What follows belongs to an exercise in optimizing a design on an open flow for small area; a production flow would make more cautious choices. Function was checked by simulation only, so behaviour that the tests miss may differ from the original. Power and IR drop assume default switching activity.

<file path="design.v">
package decode_pkg;
	typedef logic [31:0] data_t;       
	typedef logic [4:0]  reg_addr_t;   
	typedef logic [31:0] instr_t;
	typedef logic [5:0]  opcode_t;     
	typedef logic [3:0]  alu_op_t;
	typedef logic [10:0] exec_ctrl_t;
	typedef logic [8:0]  mem_ctrl_t;
	typedef logic [1:0]  wb_ctrl_t;
	localparam int num_regs = 32;
	localparam opcode_t op_rtype = 6'd0;
	localparam opcode_t op_j     = 6'd2;
	localparam opcode_t op_jal   = 6'd3;
	localparam opcode_t op_beq   = 6'd4;
	localparam opcode_t op_addi  = 6'd8;
	localparam opcode_t op_lw    = 6'd35;
	localparam opcode_t op_sw    = 6'd43;
	localparam opcode_t fn_sll = 6'd0;
	localparam opcode_t fn_jr  = 6'd8;
	localparam opcode_t fn_add = 6'd32;
	localparam opcode_t fn_sub = 6'd34;
	localparam opcode_t fn_and = 6'd36;
	localparam opcode_t fn_or  = 6'd37;
	localparam alu_op_t alu_add = 4'd0;
	localparam alu_op_t alu_sub = 4'd1;
	localparam alu_op_t alu_and = 4'd2;
	localparam alu_op_t alu_or  = 4'd3;
	localparam alu_op_t alu_sll = 4'd4;
	localparam int ex_alu_op_lsb   = 7;   
	localparam int ex_reg_dst_bit  = 6;
	localparam int ex_jump_bit     = 5;
	localparam int ex_jump_reg_bit = 4;
	localparam int ex_alu_src_bit  = 3;
	localparam int ex_branch_bit   = 2;
	localparam int ex_shift_bit    = 1;
	localparam int ex_link_bit     = 0;
	localparam int mem_write_bit = 0;
	localparam int mem_read_bit  = 1;
	localparam int mem_word_bit  = 4;
	localparam int wb_reg_write_bit  = 1;
	localparam int wb_mem_to_reg_bit = 0;
	localparam logic [3:0] cls_none = 4'd0;
	localparam logic [3:0] cls_add  = 4'd1;
	localparam logic [3:0] cls_sub  = 4'd2;
	localparam logic [3:0] cls_and  = 4'd3;
	localparam logic [3:0] cls_or   = 4'd4;
	localparam logic [3:0] cls_sll  = 4'd5;
	localparam logic [3:0] cls_jr   = 4'd6;
	localparam logic [3:0] cls_addi = 4'd7;
	localparam logic [3:0] cls_lw   = 4'd8;
	localparam logic [3:0] cls_sw   = 4'd9;
	localparam logic [3:0] cls_beq  = 4'd10;
	localparam logic [3:0] cls_j    = 4'd11;
	localparam logic [3:0] cls_jal  = 4'd12;
endpackage
`timescale 1ns/1ps
module control_decoder
(
	input  decode_pkg::instr_t instr,
	output logic [3:0]         cls,
	output logic               is_jump,   
	output logic               is_jr
);
	logic [5:0] opcode;
	logic [5:0] funct;
	assign opcode = instr[31:26];
	assign funct  = instr[5:0];
	always_comb
	begin
		cls = decode_pkg::cls_none;
		case (opcode)
			decode_pkg::op_rtype:
				case (funct)
					decode_pkg::fn_add: cls = decode_pkg::cls_add;
					decode_pkg::fn_sub: cls = decode_pkg::cls_sub;
					decode_pkg::fn_and: cls = decode_pkg::cls_and;
					decode_pkg::fn_or:  cls = decode_pkg::cls_or;
					decode_pkg::fn_sll: cls = decode_pkg::cls_sll;
					decode_pkg::fn_jr:  cls = decode_pkg::cls_jr;
					default:            cls = decode_pkg::cls_none;
				endcase
			decode_pkg::op_addi: cls = decode_pkg::cls_addi;
			decode_pkg::op_lw:   cls = decode_pkg::cls_lw;
			decode_pkg::op_sw:   cls = decode_pkg::cls_sw;
			decode_pkg::op_beq:  cls = decode_pkg::cls_beq;
			decode_pkg::op_j:    cls = decode_pkg::cls_j;
			decode_pkg::op_jal:  cls = decode_pkg::cls_jal;
			default:             cls = decode_pkg::cls_none;
		endcase
	end
	assign is_jump = (opcode == decode_pkg::op_j) || (opcode == decode_pkg::op_jal);
	assign is_jr   = (opcode == decode_pkg::op_rtype) && (funct == decode_pkg::fn_jr);
endmodule
`timescale 1ns/1ps
module rf_write_bit
(
	input  logic we,
	input  logic nwe,
	input  logic wd,
	input  logic q,
	output logic d
);
	assign d = (we & wd) | (nwe & q);
endmodule
module register_read_bit
(
	input  logic [31:1] s,
	input  logic [31:1] d,
	output logic        y
);
	logic [10:0] t;   
	for (genvar g = 0; g < 10; g++)
	begin : g_grp
		rf_aoi3 u_aoi (.s(s[3*g+3:3*g+1]), .d(d[3*g+3:3*g+1]), .yn(t[g]));
	end
	assign t[10] = ~(s[31] & d[31]);
	assign y     = ~&t;
endmodule
module rf_aoi3
(
	input  logic [2:0] s,
	input  logic [2:0] d,
	output logic       yn
);
	assign yn = ~|(s & d);
endmodule
`timescale 1ns/1ps
module control_expand
(
	input  logic [3:0]             cls,
	output decode_pkg::exec_ctrl_t ctrl_exec,
	output decode_pkg::mem_ctrl_t  ctrl_mem,
	output decode_pkg::wb_ctrl_t   ctrl_wb,
	output logic                   is_load
);
	decode_pkg::exec_ctrl_t exec_c;
	decode_pkg::mem_ctrl_t  mem_c;
	decode_pkg::wb_ctrl_t   wb_c;
	always_comb
	begin
		exec_c = '0;
		mem_c  = '0;
		wb_c   = '0;
		case (cls)
			decode_pkg::cls_add, decode_pkg::cls_sub, decode_pkg::cls_and,
			decode_pkg::cls_or, decode_pkg::cls_sll:
			begin
				exec_c[decode_pkg::ex_reg_dst_bit] = 1'b1;
				wb_c[decode_pkg::wb_reg_write_bit] = 1'b1;
				case (cls)
					decode_pkg::cls_sub: exec_c[decode_pkg::ex_alu_op_lsb +: 4] = decode_pkg::alu_sub;
					decode_pkg::cls_and: exec_c[decode_pkg::ex_alu_op_lsb +: 4] = decode_pkg::alu_and;
					decode_pkg::cls_or:  exec_c[decode_pkg::ex_alu_op_lsb +: 4] = decode_pkg::alu_or;
					decode_pkg::cls_sll:
					begin
						exec_c[decode_pkg::ex_alu_op_lsb +: 4] = decode_pkg::alu_sll;
						exec_c[decode_pkg::ex_shift_bit] = 1'b1;
					end
					default: exec_c[decode_pkg::ex_alu_op_lsb +: 4] = decode_pkg::alu_add;
				endcase
			end
			decode_pkg::cls_jr: exec_c[decode_pkg::ex_jump_reg_bit] = 1'b1;
			decode_pkg::cls_addi:
			begin
				exec_c[decode_pkg::ex_alu_src_bit] = 1'b1;
				wb_c[decode_pkg::wb_reg_write_bit] = 1'b1;
			end
			decode_pkg::cls_lw:
			begin
				exec_c[decode_pkg::ex_alu_src_bit]  = 1'b1;
				mem_c[decode_pkg::mem_read_bit]     = 1'b1;
				mem_c[decode_pkg::mem_word_bit]     = 1'b1;
				wb_c[decode_pkg::wb_reg_write_bit]  = 1'b1;
				wb_c[decode_pkg::wb_mem_to_reg_bit] = 1'b1;
			end
			decode_pkg::cls_sw:
			begin
				exec_c[decode_pkg::ex_alu_src_bit] = 1'b1;
				mem_c[decode_pkg::mem_write_bit]   = 1'b1;
				mem_c[decode_pkg::mem_word_bit]    = 1'b1;
			end
			decode_pkg::cls_beq:
			begin
				exec_c[decode_pkg::ex_alu_op_lsb +: 4] = decode_pkg::alu_sub;
				exec_c[decode_pkg::ex_branch_bit] = 1'b1;
			end
			decode_pkg::cls_j: exec_c[decode_pkg::ex_jump_bit] = 1'b1;
			decode_pkg::cls_jal:
			begin
				exec_c[decode_pkg::ex_jump_bit]    = 1'b1;
				exec_c[decode_pkg::ex_link_bit]    = 1'b1;
				wb_c[decode_pkg::wb_reg_write_bit] = 1'b1;
			end
			default: ;
		endcase
	end
	assign ctrl_exec = exec_c;
	assign ctrl_mem  = mem_c;
	assign ctrl_wb   = wb_c;
	assign is_load   = (cls == decode_pkg::cls_lw);
endmodule
`timescale 1ns/1ps
module decode_stage
(
	input  logic                   clk,
	input  logic                   reset,
	input  decode_pkg::instr_t     instr,
	input  decode_pkg::data_t      pc_plus4,
	input  logic                   flush,
	input  logic                   halt,
	input  logic                   reg_write,
	input  decode_pkg::reg_addr_t  write_addr,
	input  decode_pkg::data_t      write_data,
	input  decode_pkg::reg_addr_t  debug_addr,
	output decode_pkg::data_t      ex_pc_plus4,
	output decode_pkg::data_t      ex_imm,
	output decode_pkg::reg_addr_t  ex_rs,
	output decode_pkg::reg_addr_t  ex_rt,
	output decode_pkg::reg_addr_t  ex_rd,
	output decode_pkg::reg_addr_t  ex_shamt,
	output decode_pkg::exec_ctrl_t ex_exec,
	output decode_pkg::mem_ctrl_t  ex_mem,
	output decode_pkg::wb_ctrl_t   ex_wb,
	output decode_pkg::data_t      ex_rs_data,
	output decode_pkg::data_t      ex_rt_data,
	output logic                   ex_halt,
	output logic                   jump,
	output logic                   jump_reg,
	output decode_pkg::data_t      jump_target,
	output decode_pkg::data_t      jump_reg_target,
	output logic                   stall,
	output decode_pkg::data_t      debug_data
);
	logic [4:0] rs_addr;
	logic [4:0] rt_addr;
	assign rs_addr = instr[25:21];
	assign rt_addr = instr[20:16];
	logic [31:1][31:0] rf;
	logic [31:1]       rf_valid;
	logic [31:1]       we;
	logic [31:1]       nwe;
	always_comb
	begin
		for (int i = 1; i < 32; i++)
			we[i] = reg_write && (write_addr == i);
	end
	assign nwe = ~we;
	always_ff @(posedge clk or posedge reset)
	begin
		if (reset)
			rf_valid <= '0;
		else
			rf_valid <= rf_valid | we;
	end
	for (genvar i = 1; i < 32; i++)
	begin : g_row
		logic [31:0] d;
		for (genvar b = 0; b < 32; b++)
		begin : g_bit
			rf_write_bit u_w (.we(we[i]), .nwe(nwe[i]), .wd(write_data[b]), .q(rf[i][b]), .d(d[b]));
		end
		always_ff @(posedge clk)
			rf[i] <= d;
	end
	logic [31:1] sel_rs;
	logic [31:1] sel_rt;
	logic [31:1] sel_dbg;
	always_comb
	begin
		for (int i = 1; i < 32; i++)
		begin
			sel_rs[i]  = rf_valid[i] && !flush && (rs_addr == i);
			sel_rt[i]  = rf_valid[i] && !flush && (rt_addr == i);
			sel_dbg[i] = rf_valid[i] && (debug_addr == i);
		end
	end
	logic [31:0] rs_data_g;   
	logic [31:0] rt_data_g;   
	for (genvar b = 0; b < 32; b++)
	begin : g_col
		logic [31:1] col;
		for (genvar i = 1; i < 32; i++)
		begin : g_c
			assign col[i] = rf[i][b];
		end
		register_read_bit u_rs  (.s(sel_rs),  .d(col), .y(rs_data_g[b]));
		register_read_bit u_rt  (.s(sel_rt),  .d(col), .y(rt_data_g[b]));
		register_read_bit u_dbg (.s(sel_dbg), .d(col), .y(debug_data[b]));
	end
	logic [3:0] cls;
	logic       is_jump;
	logic       is_jr;
	control_decoder u_control_decoder
	(
		.instr   (instr),
		.cls     (cls),
		.is_jump (is_jump),
		.is_jr   (is_jr)
	);
	logic [3:0]  ex_cls;
	logic [25:0] ex_fields;   
	logic        ex_load;
	assign stall = ex_load && ((ex_fields[20:16] == rs_addr) || (ex_fields[20:16] == rt_addr)) && !flush;
	assign jump            = !flush && is_jump;
	assign jump_reg        = !flush && is_jr;
	assign jump_target     = flush ? '0 : {pc_plus4[31:28], instr[25:0], 2'b00};
	assign jump_reg_target = rs_data_g;
	always_ff @(posedge clk or posedge reset)
	begin
		if (reset)
		begin
			ex_pc_plus4 <= '0;
			ex_fields   <= '0;
			ex_cls      <= '0;
			ex_rs_data  <= '0;
			ex_rt_data  <= '0;
			ex_halt     <= 1'b0;
		end
		else
		begin
			ex_halt     <= halt;   
			ex_pc_plus4 <= flush ? '0 : pc_plus4;
			ex_fields   <= flush ? '0 : instr[25:0];
			ex_rs_data  <= rs_data_g;
			ex_rt_data  <= rt_data_g;
			ex_cls      <= (flush || stall) ? '0 : cls;
		end
	end
	assign ex_rs    = ex_fields[25:21];
	assign ex_rt    = ex_fields[20:16];
	assign ex_rd    = ex_fields[15:11];
	assign ex_shamt = ex_fields[10:6];
	assign ex_imm   = {{16{ex_fields[15]}}, ex_fields[15:0]};
	control_expand u_control_expand
	(
		.cls       (ex_cls),
		.ctrl_exec (ex_exec),
		.ctrl_mem  (ex_mem),
		.ctrl_wb   (ex_wb),
		.is_load   (ex_load)
	);
endmodule
</file>
<file path="run.sh">
#!/bin/bash
# synth_recipe.tcl (not shown) runs the flow's synth.tcl, then flattens the netlist and writes it again
# the make line also repeats each setting of config.mk as NAME=value (left out here)
make -C /OpenROAD-flow-scripts/flow DESIGN_CONFIG=/design/flow/config.mk WORK_HOME=/design/flow/orfs CLKGATE_MAP_FILE= SYNTH_SCRIPT=/design/flow/synth_recipe.tcl finish
</file>
<file path="config.mk">
export PLATFORM = sky130hd
export DESIGN_NAME = decode_stage
export DESIGN_NICKNAME = decode_stage
export VERILOG_FILES = /design/flow/design.v
export SDC_FILE = /design/flow/constraint.sdc
export NUM_CORES = 4
export LEC_CHECK = 0
export CAP_MARGIN = 20
export CELL_PAD_IN_SITES_DETAIL_PLACEMENT = 1
export CELL_PAD_IN_SITES_GLOBAL_PLACEMENT = 2
export CORE_MARGIN = 2
export CORE_UTILIZATION = 30
export SETUP_SLACK_MARGIN = 0.5
export SLEW_MARGIN = 20
export SYNTH_HIERARCHICAL = 1
</file>
<file path="constraint.sdc">
create_clock -name core_clock -period 10.0 [get_ports {clk}]
set_input_delay 2.0000 -clock core_clock [delete_from_list [all_inputs] [get_ports {clk}]]
set_output_delay 2.0000 -clock core_clock [all_outputs]
set_load 0.01 [all_outputs]
</file>
==> insert_results.sql, run 1 <==
INSERT INTO impl_metrics (metric_group, metric, value, unit) VALUES
('status', 'outcome', 'timing/DRC/antenna clean', ''),
('clock_tree', 'cts_resized', '0', ''),
('clock_tree', 'clock_sinks', '1150', ''),
('flow_run', 'drv_cap', '0', ''),
('timing', 'setup_viol_count_final', '0', ''),
('timing', 'slew_at_the_pin_closest_to_its_max_slew_limit', '1306', 'ps'),
('global_route', 'grt-ovfl-total', '0', ''),
('floorplanning', 'initial_utilization', '0.3029', ''),
('timing', 'timing.final.crit_period', '8277', 'ps'),
('final_layout', 'ff_latch_area', '0.02381', 'mm²'),
('synthesis', 'yosys_warnings', '9', ''),
('detailed_routing', 'vias_per_cell', '7.818', ''),
('synthesis', 'synth_top_cell_area_share', '0.4187', ''),
('timing', 'final.setup_skew', '26.05', 'ps'),
('synthesis', 'synth_seq_area_share', '0.5021', ''),
('setup_path', 'setup.worst_path.class', 'input port to output pin', ''),
('clock_tree', 'post_cts.repair.setup_buffers', '0', ''),
('clock_tree', 'ctsRootBufferMaster', 'sky130_fd_sc_hd__clkbuf_16', ''),
('setup_path', 'r2r_slack', '6780', 'ps'),
('setup_path', 'critPathCapture', 'jump_reg_target[5]', ''),
('power_and_ir_drop', 'sw_ratio', '0.2849', ''),
('power_and_ir_drop', 'share_clk_of_total_power', '0.410', ''),
('timing', 'remaining_max_slew_budget_at_the_tightest_pin', '0.1292', ''),
('synthesis', 'synth_xor_area_frac', '0.001847', ''),
('synthesis', 'post_synth_top_area_cell', 'sky130_fd_sc_hd__dfxtp_1', ''),
('global_route', 'grt_max_degree', '80', ''),
('final_layout', 'drive_above_1_share', '0.1253', ''),
('min_path', 'min-delay-path-class', 'register to register', ''),
('timing', 'hold_viol_final', '0', ''),
('floorplanning', 'std_cell_rows', '145', ''),
('final_layout', 'nets', '4707', ''),
('clock_tree', 'clkLatencyLatePin', '790', 'ps'),
('setup_path', 'cp-end-kind', 'output pin', ''),
('timing', 'slew_violations', '0', ''),
('synthesis', 'ys_seq_elements', '1150', ''),
('synthesis', 'synth_top_cells_by_area', 'sky130_fd_sc_hd__dfxtp_1 42%, sky130_fd_sc_hd__a222oi_1 20%, sky130_fd_sc_hd__a22o_1 18%', ''),
('detailed_routing', 'drc', '0', ''),
('timing', 'setup_tns_final', '0', 'ps'),
('global_route', 'groute.usage.overall', '0.3779', ''),
('clock_tree', 'cts_hold_repair.buffers', '0', ''),
('placed_design', 'place.port_buffers', '371', ''),
('floorplanning', 'dieArea', '0.1613', 'mm²'),
('setup_path', 'worst-r2r-cell-count', '5', ''),
('clock_tree', 'cts.reportedPaths.clkPinSlew', '50', 'ps'),
('floorplanning', 'io_pins', '381', ''),
('floorplanning', 'fp.dieH', '401.6', 'µm'),
('setup_path', 'cp_max_fo', '21', ''),
('clock_tree', 'ctsLongestPathBuffers', '3', ''),
('setup_path', 'critical_path.reg2reg.startpoint', 'rf_valid[25]', ''),
('final_layout', 'syn_to_final_growth', '26.53', '%'),
('global_route', 'wire_length_of_the_first_global_routing_pass', '428200', 'µm'),
('clock_tree', 'tritoncts', 'built', ''),
('placed_design', 'gp_routability_congestion', '0.9339', ''),
('floorplanning', 'die_span_in_x', '401.6', 'µm'),
('power_and_ir_drop', 'total_power', '13.43', 'mW'),
('power_and_ir_drop', 'power.sequential.fraction', '0.476', ''),
('timing', 'unrepaired_setup_endpoints_after_global_routing', 'false', ''),
('setup_path', 'worst_r2r_endpoint', 'ex_rs_data[5]', ''),
('setup_path', 'start_kind', 'input port', ''),
('timing', 'hold_slack', '507.5', 'ps'),
('detailed_routing', 'routed_wl', '320000', 'µm'),
('power_and_ir_drop', 'power.leakage', '24.46', 'nW'),
('clock_tree', 'tritoncts.num_buffers', '137', ''),
('power_and_ir_drop', 'worst_ir_drop_vdd', '0.1820', 'mV'),
('synthesis', 'syn-cell-area', '0.04743', 'mm²'),
('setup_path', 'crit_start', 'instr[23]', ''),
('global_route', 'number_of_global_route_vias_before_repair', '50630', ''),
('detailed_routing', 'drtIter0Drc', '12410', ''),
('detailed_routing', 'route.antenna.remaining_nets', '0', ''),
('synthesis', 'synth_cell_type_count', '47', ''),
('synthesis', 'syn_inst', '3933', '');
-- Yosys cell counts, drive strengths merged --
library cell  count
clkbuf            9
or2               4
nand3             2
and3             94
a21boi            1
o21ai             5
buf              43
nand2           136
or3               1
and3b             7
or3b              2
nand2b           33
and4              1
a2111oi           2
and2b             4
a211oi            1
a222oi          960
or4               1
a31oi             1
o211a             1
nor4bb            1
nor2b            77
nor2             18
a31o              1
nor3b            16
nand4           194
dfxtp           992
nor3             10
dfrtp           158
o22ai             2
a22o            992
nor4b             2
inv              35
conb              2
xnor2            10
a21oi             5
a2111o           96
nor4              3
o32ai             1
and2              9
nand3b            1
-- modules after synthesis, one instance, submodules excluded --
module | cells | cell area [µm²]
decode_stage | 1521 | 25980
control_expand | 37 | 261.5
control_decoder | 39 | 242.7
register_read_bit | 4 | 27.53
rf_aoi3 | 1 | 10.01
rf_write_bit | 1 | 8.758
-- power groups by stage --
| stage | clock network, mW | registers [mW] | logic [mW] |
|---|---|---|---|
| final | 5.51 | 6.40 | 1.52 |
| after global routing | 5.74 | 6.49 | 1.61 |
| after CTS | 5.55 | 6.34 | 1.50 |
| after detailed placement | 0 | 6.42 | 1.49 |
| after global placement | 0 | 6.42 | 1.45 |
| after floorplan | 0 | 6.15 | 0.870 |
-- cell type report --
| type | count | share of cell area |
|---|---|---|
| sequential | 1150 | 0.3968 |
| multi-input combinational | 2703 | 0.3893 |
| timing repair buffer | 569 | 0.08657 |
| clock buffer | 204 | 0.06982 |
| tap | 2058 | 0.04291 |
| clock inverter | 48 | 0.01191 |
| inverter | 35 | 0.002314 |
| antenna | 9 | 0.0003753 |
-- layout by cell type (no fill, tap or decap), types with 4 or more instances in the layout --
cell,n
sky130_fd_sc_hd__o21ai_0,5
sky130_fd_sc_hd__and3b_1,7
sky130_fd_sc_hd__bufinv_16,16
sky130_fd_sc_hd__clkinv_2,17
sky130_fd_sc_hd__conb_1,9
sky130_fd_sc_hd__xnor2_1,10
sky130_fd_sc_hd__clkbuf_1,25
sky130_fd_sc_hd__nor3_1,10
sky130_fd_sc_hd__and2_1,7
sky130_fd_sc_hd__nor3b_1,15
sky130_fd_sc_hd__inv_2,31
sky130_fd_sc_hd__nand2b_1,33
sky130_fd_sc_hd__or2_2,4
sky130_fd_sc_hd__and3_2,91
sky130_fd_sc_hd__a2111o_1,96
sky130_fd_sc_hd__dfrtp_1,158
sky130_fd_sc_hd__nor2_1,18
sky130_fd_sc_hd__clkinvlp_4,5
sky130_fd_sc_hd__a22o_1,992
sky130_fd_sc_hd__and2b_1,4
sky130_fd_sc_hd__buf_4,198
sky130_fd_sc_hd__clkdlybuf4s50_1,370
sky130_fd_sc_hd__nor2b_1,77
sky130_fd_sc_hd__nand4_1,194
sky130_fd_sc_hd__a21oi_1,5
sky130_fd_sc_hd__a222oi_1,960
sky130_fd_sc_hd__clkbuf_16,145
sky130_fd_sc_hd__clkbuf_8,34
sky130_fd_sc_hd__diode_2,9
sky130_fd_sc_hd__nand2_2,31
sky130_fd_sc_hd__dfxtp_1,992
sky130_fd_sc_hd__nand2_1,105
-- worst max-delay path, cell delays in order --
cell	delay (ps)
sky130_fd_sc_hd__clkdlybuf4s50_1	680
sky130_fd_sc_hd__nor2b_1	180
sky130_fd_sc_hd__nor2b_1	200
sky130_fd_sc_hd__and3_2	570
sky130_fd_sc_hd__buf_4	380
sky130_fd_sc_hd__a222oi_1	970
sky130_fd_sc_hd__nand4_1	280
sky130_fd_sc_hd__a2111o_1	460
sky130_fd_sc_hd__clkdlybuf4s50_1	530
-- stage by stage --
step	worst slack [ps]	utilization	area, µm²	std cells
2_1_floorplan	3737	-	47460	3940
3_3_place_gp	2031	0.3518	55080	6515
3_5_place_dp	2036	0.3518	55080	6515
4_1_cts	2016	0.3831	59980	6767
5_1_grt	1743	0.3832	59990	6769
6_report	1723	0.3833	60010	6776
-- state kept, by name, summed over array words and instances, names as in the netlist --
| name | cells |
|---|---|
| ex_fields | 26 |
| rf | 992 |
| ex_rs_data | 32 |
| ex_halt | 1 |
| rf_valid | 31 |
| ex_pc_plus4 | 32 |
| ex_rt_data | 32 |
| ex_cls | 4 |
-- layer usage --
metal,track usage,part of all wire
met1,0.4724,0.37
met2,0.5499,0.41
met4,0.2275,0.071
met5,0.002676,0.00017
met3,0.1414,0.14
-- worst min-delay path by stage --
stage                  from      endpoint  slack [ps]  cells after the start
2_1_floorplan  rf_valid[10]  rf_valid[10]         450                      1
3_3_place_gp        rf[552]       rf[552]         500                      1
3_5_place_dp    rf_valid[1]   rf_valid[1]         490                      1
4_1_cts         rf_valid[1]   rf_valid[1]         500                      1
5_1_grt         rf_valid[1]   rf_valid[1]         510                      1
6_report        rf_valid[1]   rf_valid[1]         510                      1
-- logic make-up (layout without fill, tap and decap cells) --
logic type | count (synthesis) | after routing
AOI/OAI and AO/OA | 2068 | 2068
DFF | 1150 | 1150
and+or+nand+nor | 616 | 616
xor gates and xnor gates | 10 | 10
buffers and inverters | 87 | 856
other | 2 | 18
==> inputs of run 2 (changes only) <==
==> flow/run.sh (new file) <==
#!/bin/bash
# The standard layout (standard.sh, unchanged synthesis, floorplan, power grid
# and tap cells), with two settings changed:
#  - the port buffers are buf_1 cells instead of the resizer's default choice;
#  - clock tree synthesis uses small leaf buffers over small clusters and no
#    dummy loads.
set -euo pipefail
export BUFFER_PORTS_ARGS="-buffer_cell sky130_fd_sc_hd__buf_1"
export CTS_ARGS="-sink_clustering_enable -repair_clock_nets -dont_use_dummy_load -root_buf sky130_fd_sc_hd__clkbuf_16 -buf_list sky130_fd_sc_hd__clkbuf_4 -sink_clustering_size 8 -sink_clustering_max_diameter 40"
bash standard.sh finish > standard_flow.log 2>&1
==> standard.sh (new file) <==
#!/bin/bash
# synth_recipe.tcl (not shown) runs the flow's synth.tcl, then flattens the netlist and writes it again
# the make line also repeats each setting of config.mk as NAME=value (left out here)
make -C /OpenROAD-flow-scripts/flow DESIGN_CONFIG=/design/flow/config.mk WORK_HOME=/design/flow/orfs CLKGATE_MAP_FILE= SYNTH_SCRIPT=/design/flow/synth_recipe.tcl "${@:-finish}"
removed: run.sh
==> run 2 against run 1 <==
Net effect:
- critical path depth unchanged
- sequential share of layout area up 4.1 points
- final area down 9.4%
- via count down 0.19%
- largest cell class unchanged
- highest routed layer unchanged
- synthesized cell count unchanged
- sequential cell count unchanged
- die area unchanged
- still clean
- total power down 22%
- fmax up 14%
- global-route usage down 0.53 points
- critical endpoint is now jump_reg_target[8]
==> insert_results.sql, run 2 <==
INSERT INTO impl_metrics (metric_group, metric, value, unit) VALUES
('final_layout', 'syn_to_final_growth', '14.62', '%'),
('synthesis', 'synth_top_cells_by_area', 'sky130_fd_sc_hd__dfxtp_1 42%, sky130_fd_sc_hd__a222oi_1 20%, sky130_fd_sc_hd__a22o_1 18%', ''),
('clock_tree', 'post_cts.repair.setup_buffers', '0', ''),
('setup_path', 'crit_start', 'instr[22]', ''),
('power_and_ir_drop', 'power.leakage', '22.10', 'nW'),
('detailed_routing', 'route.antenna.remaining_nets', '0', ''),
('synthesis', 'synth_seq_area_share', '0.5021', ''),
('floorplanning', 'io_pins', '381', ''),
('setup_path', 'critical_path.reg2reg.startpoint', 'rf_valid[7]', ''),
('global_route', 'number_of_global_route_vias_before_repair', '50280', ''),
('detailed_routing', 'routed_wl', '316200', 'µm'),
('global_route', 'wire_length_of_the_first_global_routing_pass', '424100', 'µm'),
('timing', 'slew_at_the_pin_closest_to_its_max_slew_limit', '1271', 'ps'),
('timing', 'remaining_max_slew_budget_at_the_tightest_pin', '0.1529', ''),
('clock_tree', 'ctsLongestPathBuffers', '3', ''),
('clock_tree', 'clkLatencyLatePin', '900', 'ps'),
('setup_path', 'cp-end-kind', 'output pin', ''),
('timing', 'hold_viol_final', '0', ''),
('setup_path', 'arrival', '5230', 'ps'),
('detailed_routing', 'vias_per_cell', '7.860', ''),
('clock_tree', 'tritoncts.num_buffers', '213', ''),
('timing', 'timing.final.crit_period', '7232', 'ps'),
('placed_design', 'dpl-instance-area', '0.05271', 'mm²'),
('setup_path', 'critPathTopFamily', 'simple AND/OR/NAND/NOR gates', ''),
('power_and_ir_drop', 'p_per_area', '193.6', 'mW/mm²'),
('synthesis', 'synth_cell_type_count', '47', ''),
('placed_design', 'gp_routability_congestion', '0.9033', ''),
('final_layout', 'largest_reg_flops', '992', ''),
('synthesis', 'synthesis.area_per_instance', '12.06', 'µm²'),
('synthesis', 'number_of_flops_mapped_to_enable_cells_by_yosys', '0', ''),
('global_route', 'groute.usage.overall', '0.3726', ''),
('synthesis', 'post_synth_top_area_cell', 'sky130_fd_sc_hd__dfxtp_1', ''),
('global_route', 'grt-ovfl-total', '0', ''),
('timing', 'setup_tns_final', '0', 'ps'),
('final_layout', 'num-fill-cells', '17260', ''),
('clock_tree', 'cts_resized', '0', ''),
('floorplanning', 'initial_utilization', '0.3029', ''),
('synthesis', 'syn_inst', '3933', ''),
('timing', 'fin_crit_sh', '0.7232', ''),
('setup_path', 'timing.critical_path.slowest_cell_delay', '880', 'ps'),
('clock_tree', 'ctsRootBufferMaster', 'sky130_fd_sc_hd__clkbuf_16', ''),
('final_layout', 'mostFrequentLayoutCells', '992 x sky130_fd_sc_hd__a22o_1, 992 x sky130_fd_sc_hd__dfxtp_1, 960 x sky130_fd_sc_hd__a222oi_1, 366 x sky130_fd_sc_hd__buf_1, 212 x sky130_fd_sc_hd__clkbuf_4', ''),
('synthesis', 'yosys_warnings', '9', ''),
('final_layout', 'layout.core_utilization', '0.3472', ''),
('min_path', 'min-delay-path-class', 'register to register', ''),
('setup_path', 'start_kind', 'input port', ''),
('floorplanning', 'die_span_in_x', '401.6', 'µm'),
('min_path', 'worstHoldStart', 'rf[672]', ''),
('synthesis', 'ys_seq_elements', '1150', ''),
('timing', 'hold_slack', '526.6', 'ps'),
('final_layout', 'nets', '4775', ''),
('floorplanning', 'dieArea', '0.1613', 'mm²'),
('timing', 'final.setup_skew', '137.3', 'ps'),
('placed_design', 'place.detailed.hpwl', '178700', 'µm'),
('detailed_routing', 'routed-via-count', '52880', ''),
('detailed_routing', 'drt_pass1_iterations', '14', ''),
('detailed_routing', 'drtIter0Drc', '12310', ''),
('power_and_ir_drop', 'worst_ir_drop_vdd', '0.1594', 'mV'),
('clock_tree', 'cts_hold_repair.buffers', '0', ''),
('setup_path', 'path_buf_inv', '3', ''),
('clock_tree', 'clock_sinks', '1150', ''),
('detailed_routing', 'drc', '0', ''),
('timing', 'unrepaired_setup_endpoints_after_global_routing', 'false', ''),
('final_layout', 'final_cell_area', '0.05436', 'mm²'),
('flow_run', 'drv_cap', '0', ''),
('synthesis', 'synth_async_sr_flop_share', '0.1374', ''),
('synthesis', 'ys.flop_type', 'sky130_fd_sc_hd__dfxtp_1', ''),
('setup_path', 'cp_common_cell', 'sky130_fd_sc_hd__buf_1', ''),
('detailed_routing', 'routed_wire_length_per_instance', '47.00', 'µm'),
('setup_path', 'worstPathCellList', 'buf_1, and2_1, nor3b_1, and3_2, buf_4, a222oi_1, nand2_1, a2111o_1, buf_1', ''),
('setup_path', 'setup.worst_path.class', 'input port to output pin', ''),
('floorplanning', 'std_cell_rows', '145', ''),
('placed_design', 'place.port_buffers', '371', ''),
('synthesis', 'syn-cell-area', '0.04743', 'mm²'),
('status', 'outcome', 'timing/DRC/antenna clean', ''),
('clock_tree', 'cts.htree.levels', '4', ''),
('timing', 'setup_viol_count_final', '0', ''),
('final_layout', 'drive_above_1_share', '0.1227', ''),
('setup_path', 'cp_max_fo', '18', ''),
('clock_tree', 'tritoncts', 'built', ''),
('final_layout', 'largest-register', 'rf', ''),
('clock_tree', 'cts.reportedPaths.clkPinSlew', '50', 'ps'),
('timing', 'slew_violations', '0', ''),
('synthesis', 'synth_common_cells', '992 x sky130_fd_sc_hd__a22o_1, 992 x sky130_fd_sc_hd__dfxtp_1, 960 x sky130_fd_sc_hd__a222oi_1', ''),
('floorplanning', 'floorplan.core_area', '0.1566', 'mm²'),
('global_route', 'antenna_found_initial', '15', ''),
('floorplanning', 'fp.dieH', '401.6', 'µm'),
('setup_path', 'timing.critical_path.required', '8000', 'ps'),
('synthesis', 'synth_top_cell_area_share', '0.4187', ''),
('timing', 'timing.fmax', '0.1383', 'GHz'),
('setup_path', 'worst_path_max_delay_cell', 'sky130_fd_sc_hd__and3_2', ''),
('global_route', 'grt_max_degree', '92', '');
## run 2: layout make-up
type / instances / area [µm²] / share of cell area
sequential: 1150 / 23810 / 0.4380
antenna: 7 / 17.52 / 0.0003222
tap: 2058 / 2575 / 0.04736
clock buffer: 213 / 1617 / 0.02974
inverter: 35 / 138.9 / 0.002555
timing repair buffer: 561 / 2838 / 0.05220
multi-input combinational: 2703 / 23370 / 0.4298
## run 2: path summary, 6_finish.rpt
path / to / slack, ps / depth (start not counted)
min in group asynchronous: ex_halt / 1230 / 2
min reg2reg: rf[672] / 530 / 1
min: rf[672] / 530 / 1
max reg2reg: ex_rt_data[8] / 7190 / 5
max in group asynchronous: ex_rs_data[17] / 7100 / 3
max: jump_reg_target[8] / 2770 / 9
## run 2: through the flow
stage,setup WS (ps),total power [mW],cells
after floorplan,3737,7.024,3940
after global placement,3038,7.716,6506
after detailed placement,2981,7.765,6506
after CTS,2988,10.50,6719
after global routing,2669,10.95,6726
final,2768,10.53,6727
## run 2: logic make-up after synthesis
| family | after synthesis | share of synthesized area |
|---|---|---|
| compound gates | 2068 | 0.4114 |
| buf+inv | 87 | 0.01016 |
| simple gates | 616 | 0.07434 |
| xor+xnor | 10 | 0.001847 |
| other cells | 2 | 0.0001583 |
| flops | 1150 | 0.5021 |
## run 2: where the power goes
part	internal [mW]	total (mW)	leakage, nW	switching (mW)
clock network	0.976	2.76	0.988	1.79
registers	5.44	6.38	10.3	0.937
logic	0.694	1.38	10.8	0.688
total	7.11	10.5	22.1	3.41
## run 2: modules after synthesis (local to each module, per instance)
module | flops+latches | cells inside
rf_aoi3 | 0 | 1
decode_stage | 1150 | 1521
rf_write_bit | 0 | 1
register_read_bit | 0 | 4
control_expand | 0 | 37
control_decoder | 0 | 39
## run 2: routing by layer
metal | GRT usage | wire [µm]
met3 | 0.1408 | 45790
met1 | 0.4749 | 119600
met2 | 0.5351 | 129000
met5 | 0.006542 | 146
met4 | 0.2122 | 21590
## run 2: worst register-to-register path: stages (launching register included)
cell and delay [ps]:
sky130_fd_sc_hd__dfrtp_1 450, sky130_fd_sc_hd__and3_2 540, sky130_fd_sc_hd__buf_4 470, sky130_fd_sc_hd__a222oi_1 580, sky130_fd_sc_hd__nand2_1 110, sky130_fd_sc_hd__a2111o_1 450
==> inputs of run 3 (changes only) <==
--- a/design.v
+++ b/design.v
@@ -40,18 +40,18 @@
 	localparam int wb_reg_write_bit  = 1;
 	localparam int wb_mem_to_reg_bit = 0;
 	localparam logic [3:0] cls_none = 4'd0;
-	localparam logic [3:0] cls_add  = 4'd1;
-	localparam logic [3:0] cls_sub  = 4'd2;
-	localparam logic [3:0] cls_and  = 4'd3;
-	localparam logic [3:0] cls_or   = 4'd4;
-	localparam logic [3:0] cls_sll  = 4'd5;
-	localparam logic [3:0] cls_jr   = 4'd6;
-	localparam logic [3:0] cls_addi = 4'd7;
+	localparam logic [3:0] cls_add  = 4'd14;
+	localparam logic [3:0] cls_sub  = 4'd6;
+	localparam logic [3:0] cls_and  = 4'd10;
+	localparam logic [3:0] cls_or   = 4'd5;
+	localparam logic [3:0] cls_sll  = 4'd3;
+	localparam logic [3:0] cls_jr   = 4'd15;
+	localparam logic [3:0] cls_addi = 4'd12;
 	localparam logic [3:0] cls_lw   = 4'd8;
-	localparam logic [3:0] cls_sw   = 4'd9;
-	localparam logic [3:0] cls_beq  = 4'd10;
-	localparam logic [3:0] cls_j    = 4'd11;
-	localparam logic [3:0] cls_jal  = 4'd12;
+	localparam logic [3:0] cls_sw   = 4'd2;
+	localparam logic [3:0] cls_beq  = 4'd11;
+	localparam logic [3:0] cls_j    = 4'd9;
+	localparam logic [3:0] cls_jal  = 4'd4;
 endpackage
 `timescale 1ns/1ps
 module control_decoder
--- a/flow/run.sh
+++ b/flow/run.sh
@@ -6,5 +6,5 @@
 #    dummy loads.
 set -euo pipefail
 export BUFFER_PORTS_ARGS="-buffer_cell sky130_fd_sc_hd__buf_1"
-export CTS_ARGS="-sink_clustering_enable -repair_clock_nets -dont_use_dummy_load -root_buf sky130_fd_sc_hd__clkbuf_16 -buf_list sky130_fd_sc_hd__clkbuf_4 -sink_clustering_size 8 -sink_clustering_max_diameter 40"
+export CTS_ARGS="-sink_clustering_enable -repair_clock_nets -dont_use_dummy_load -root_buf sky130_fd_sc_hd__clkbuf_16 -buf_list sky130_fd_sc_hd__clkbuf_4 -sink_clustering_size 8 -sink_clustering_max_diameter 50"
 bash standard.sh finish > standard_flow.log 2>&1
==> run 3 against run 2 <==
Net effect:
- still clean on timing, DRC and antenna
- global-route usage is 0.16 points higher
- count of clock-buffer cells in the layout shrank 30
- via count down 0.61%
- synthesized cell count about the same
- wire length hardly changed
- worst setup slack lost 380 ps
- total power decreased by 1.5%
- sequential share of layout area is 0.15 points higher
- non-clock buffer count rose by 1
- synthesized area about the same
- utilization shrank 0.12 points
==> insert_results.sql, run 3 <==
INSERT INTO impl_metrics (metric_group, metric, value, unit) VALUES
('clock_tree', 'tritoncts.num_buffers', '183', ''),
('synthesis', 'ys_seq_elements', '1150', ''),
('status', 'outcome', 'timing/DRC/antenna clean', ''),
('final_layout', 'layoutNonFillerInstCount', '6704', ''),
('power_and_ir_drop', 'total_switching_power', '3.389', 'mW'),
('power_and_ir_drop', 'p_int', '6.983', 'mW'),
('floorplanning', 'io_pins', '381', ''),
('synthesis', 'synth_cell_type_count', '47', ''),
('floorplanning', 'dieArea', '0.1614', 'mm²'),
('final_layout', 'mostFrequentLayoutCells', '992 x sky130_fd_sc_hd__a22o_1, 992 x sky130_fd_sc_hd__dfxtp_1, 960 x sky130_fd_sc_hd__a222oi_1, 363 x sky130_fd_sc_hd__buf_1, 194 x sky130_fd_sc_hd__nand4_1', ''),
('power_and_ir_drop', 'share_clk_of_total_power', '0.251', ''),
('synthesis', 'synth_async_sr_flop_share', '0.1374', ''),
('timing', 'slew_at_the_pin_closest_to_its_max_slew_limit', '1263', 'ps'),
('setup_path', 'cp_max_fo', '17', ''),
('timing', 'timing.fmax', '0.1314', 'GHz'),
('floorplanning', 'fp.dieH', '401.7', 'µm'),
('final_layout', 'layout.core_utilization', '0.3461', ''),
('detailed_routing', 'routed_wire_length_per_instance', '47.13', 'µm'),
('min_path', 'min-delay-path-class', 'register to register', ''),
('global_route', 'grt-ovfl-total', '0', ''),
('synthesis', 'post_synth_top_area_cell', 'sky130_fd_sc_hd__dfxtp_1', ''),
('flow_run', 'drv_cap', '0', ''),
('detailed_routing', 'top_layer_used', 'met5', ''),
('setup_path', 'critPathCapture', 'jump_reg_target[5]', ''),
('power_and_ir_drop', 'sw_ratio', '0.3268', ''),
('clock_tree', 'tritoncts', 'built', ''),
('timing', 'setup_viol_count_final', '0', ''),
('timing', 'remaining_max_slew_budget_at_the_tightest_pin', '0.1579', ''),
('clock_tree', 'ctsRootBufferMaster', 'sky130_fd_sc_hd__clkbuf_16', ''),
('synthesis', 'number_of_flops_mapped_to_enable_cells_by_yosys', '0', ''),
('timing', 'hold_slack', '511.6', 'ps'),
('setup_path', 'critical_path.reg2reg.startpoint', 'rf_valid[2]', ''),
('power_and_ir_drop', 'combPwrFrac', '0.134', ''),
('global_route', 'antenna_found_initial', '13', ''),
('placed_design', 'gp_routability_congestion', '0.9049', ''),
('clock_tree', 'ctsLongestPathBuffers', '3', ''),
('setup_path', 'r2r_slack', '7240', 'ps'),
('synthesis', 'syn-cell-area', '0.04745', 'mm²'),
('clock_tree', 'post_cts.repair.setup_buffers', '0', ''),
('final_layout', 'drive_above_1_share', '0.1180', ''),
('timing', 'unrepaired_setup_endpoints_after_global_routing', 'false', ''),
('synthesis', 'synth_common_cells', '992 x sky130_fd_sc_hd__a22o_1, 992 x sky130_fd_sc_hd__dfxtp_1, 960 x sky130_fd_sc_hd__a222oi_1', ''),
('synthesis', 'synthesis.area_per_instance', '12.06', 'µm²'),
('clock_tree', 'cts.htree.levels', '4', ''),
('timing', 'hold_viol_final', '0', ''),
('synthesis', 'synth_seq_area_share', '0.5018', ''),
('detailed_routing', 'met1_length', '119100', 'µm'),
('timing', 'slew_violations', '0', ''),
('clock_tree', 'clkLatencyLatePin', '880', 'ps'),
('clock_tree', 'cts.reportedPaths.clkPinSlew', '100', 'ps'),
('power_and_ir_drop', 'power.leakage', '21.95', 'nW'),
('timing', 'fin_crit_sh', '0.7610', ''),
('setup_path', 'timing.critical_path.required', '8000', 'ps'),
('setup_path', 'arrival', '5610', 'ps'),
('placed_design', 'place_inst', '6509', ''),
('power_and_ir_drop', 'power.sequential.fraction', '0.615', ''),
('detailed_routing', 'drc', '0', ''),
('power_and_ir_drop', 'worst_ir_drop_vdd', '0.1646', 'mV'),
('setup_path', 'start_kind', 'input port', ''),
('setup_path', 'crit_start', 'instr[22]', ''),
('setup_path', 'setup.worst_path.class', 'input port to output pin', ''),
('detailed_routing', 'drt_pass1_iterations', '14', ''),
('setup_path', 'cp-end-kind', 'output pin', ''),
('final_layout', 'nets', '4748', ''),
('timing', 'timing.final.crit_period', '7610', 'ps'),
('global_route', 'groute.usage.overall', '0.3742', ''),
('timing', 'setup_tns_final', '0', 'ps'),
('detailed_routing', 'vias_per_cell', '7.839', ''),
('clock_tree', 'cts_resized', '0', ''),
('clock_tree', 'cts_hold_repair.buffers', '0', ''),
('synthesis', 'ys.flop_type', 'sky130_fd_sc_hd__dfxtp_1', ''),
('detailed_routing', 'routed_wl', '315900', 'µm'),
('setup_path', 'worst_r2r_endpoint', 'ex_rs_data[5]', ''),
('timing', 'final.setup_skew', '173.2', 'ps'),
('floorplanning', 'die_span_in_x', '401.7', 'µm'),
('floorplanning', 'floorplan.core_area', '0.1566', 'mm²'),
('setup_path', 'worst-r2r-cell-count', '5', ''),
('final_layout', 'syn_to_final_growth', '14.19', '%'),
('power_and_ir_drop', 'p_per_area', '191.4', 'mW/mm²'),
('clock_tree', 'clock_sinks', '1150', ''),
('final_layout', 'largest_reg_flops', '992', ''),
('floorplanning', 'std_cell_rows', '145', ''),
('floorplanning', 'initial_utilization', '0.3031', ''),
('synthesis', 'yosys_warnings', '9', ''),
('synthesis', 'synth_top_cells_by_area', 'sky130_fd_sc_hd__dfxtp_1 42%, sky130_fd_sc_hd__a222oi_1 20%, sky130_fd_sc_hd__a22o_1 18%', ''),
('detailed_routing', 'met3_wirelength', '43630', 'µm'),
('global_route', 'number_of_global_route_vias_before_repair', '50550', ''),
('placed_design', 'place.port_buffers', '371', ''),
('detailed_routing', 'route.antenna.remaining_nets', '0', ''),
('synthesis', 'syn_inst', '3935', ''),
('detailed_routing', 'met2_wirelength', '129800', 'µm'),
('detailed_routing', 'routed-via-count', '52560', ''),
('final_layout', 'num-fill-cells', '17200', ''),
('global_route', 'wire_length_of_the_first_global_routing_pass', '425900', 'µm'),
('synthesis', 'synth_top_cell_area_share', '0.4185', ''),
('final_layout', 'largest-register', 'rf', ''),
('detailed_routing', 'drtIter0Drc', '12040', ''),
('global_route', 'grt_max_degree', '64', ''),
('placed_design', 'place.detailed.hpwl', '181600', 'µm');
-- run 3: cell count changes after synthesis, moves of 3 or more --
cell / delta
sky130_fd_sc_hd__nor2b_1: -4
sky130_fd_sc_hd__and3b_1: -3
sky130_fd_sc_hd__and2_1: -3
sky130_fd_sc_hd__xnor2_1: +3
sky130_fd_sc_hd__a21oi_1: -3
sky130_fd_sc_hd__nand2b_1: +4
sky130_fd_sc_hd__nor2_1: +3
-- run 3: final cells by class --
cell class / count / area, µm² / area share
multi-input cells: 2705 / 23380 / 0.4316
well taps: 2058 / 2575 / 0.04752
flip-flops and latches: 1150 / 23810 / 0.4395
inverters: 35 / 141.4 / 0.002609
diodes: 11 / 27.53 / 0.0005080
repair buffers: 562 / 2849 / 0.05258
clock buffers: 183 / 1391 / 0.02568
-- run 3: routing by layer --
| metal | up-vias | global-route usage |
|---|---|---|
| li1 | 19950 | - |
| met1 | 26520 | 0.4726 |
| met2 | 4862 | 0.5430 |
| met3 | 1222 | 0.1295 |
| met4 | 2 | 0.2342 |
| met5 | - | 0.002081 |
-- run 3: worst min path at each step --
stage	from	endpoint	cells after the start
after floorplan	rf_valid[10]	rf_valid[10]	1
after global placement	rf_valid[13]	rf_valid[13]	1
after detailed placement	rf_valid[2]	rf_valid[2]	1
after CTS	rf_valid[2]	rf_valid[2]	1
after global routing	rf_valid[2]	rf_valid[2]	1
final	rf_valid[2]	rf_valid[2]	1
-- run 3: worst max-delay path, cell delays in order --
cell	delay [ps]
sky130_fd_sc_hd__buf_1	450
sky130_fd_sc_hd__and2b_1	280
sky130_fd_sc_hd__nor3b_1	450
sky130_fd_sc_hd__and3_2	980
sky130_fd_sc_hd__buf_4	510
sky130_fd_sc_hd__a222oi_1	120
sky130_fd_sc_hd__nand4_1	190
sky130_fd_sc_hd__a2111o_1	370
sky130_fd_sc_hd__buf_1	200
-- run 3: power groups by stage --
| stage | registers [mW] | clock network, mW | logic (mW) |
|---|---|---|---|
| after floorplan | 6.15 | 0 | 0.870 |
| after global placement | 6.40 | 0 | 1.33 |
| after detailed placement | 6.40 | 0 | 1.37 |
| after CTS | 6.32 | 2.65 | 1.37 |
| after global routing | 6.48 | 2.83 | 1.48 |
| final | 6.38 | 2.60 | 1.39 |
-- run 3: cell families after synthesis --
kind of cell / share of synthesized area
buf+inv: 0.009967
flops: 0.5018
simple gates: 0.07420
other cells: 0.0001583
compound gates: 0.4114
xor+xnor: 0.002400
-- run 3: stage by stage --
step	cell area, µm²	setup slack [ps]	total power [mW]
after floorplan	47480	3737	7.025
after global routing	54170	2506	10.79
after detailed placement	52740	2683	7.772
after global placement	52740	2783	7.726
after CTS	54130	2679	10.34
final	54180	2390	10.37
-- run 3: modules after synthesis (local to each module, per instance) --
module             cells  times used
decode_stage        1521           1
control_expand        44           1
control_decoder       34           1
register_read_bit      4          96
rf_aoi3                1         960
rf_write_bit           1         992

re-timing with driven ports:
The flow's constraints put no driver on any port. The routed layouts listed below were extracted and timed again, unchanged, in two steps. Step 1 (the two cells are an assumption about what drives the block):
set clk [get_ports {clk}]
set_driving_cell -lib_cell sky130_fd_sc_hd__clkbuf_16 $clk
set_driving_cell -lib_cell sky130_fd_sc_hd__buf_2 [delete_from_list [all_inputs] $clk]
Step 2, shift: input delay + t, output delay - t, t = (earliest + latest rising clock arrival at the registers) / 2. This alone moves slack from input paths to output paths. Three values: ideal ports, drivers, drivers and shift; two values: the first two.
run	t (ns)	setup slack, ns	worst setup path after step 2
run 1	0.867	1.723 / 1.680 / 1.680	input to output
run 2	0.934	2.768 / 2.634 / 2.634	input to output
run 3	0.895	2.390 / 2.355 / 2.355	input to output
After both steps setup and hold are still met in every run listed. The setup slack of run 2, which loses most, moves by -0.134 ns with the drivers and by -0.134 ns with both steps.
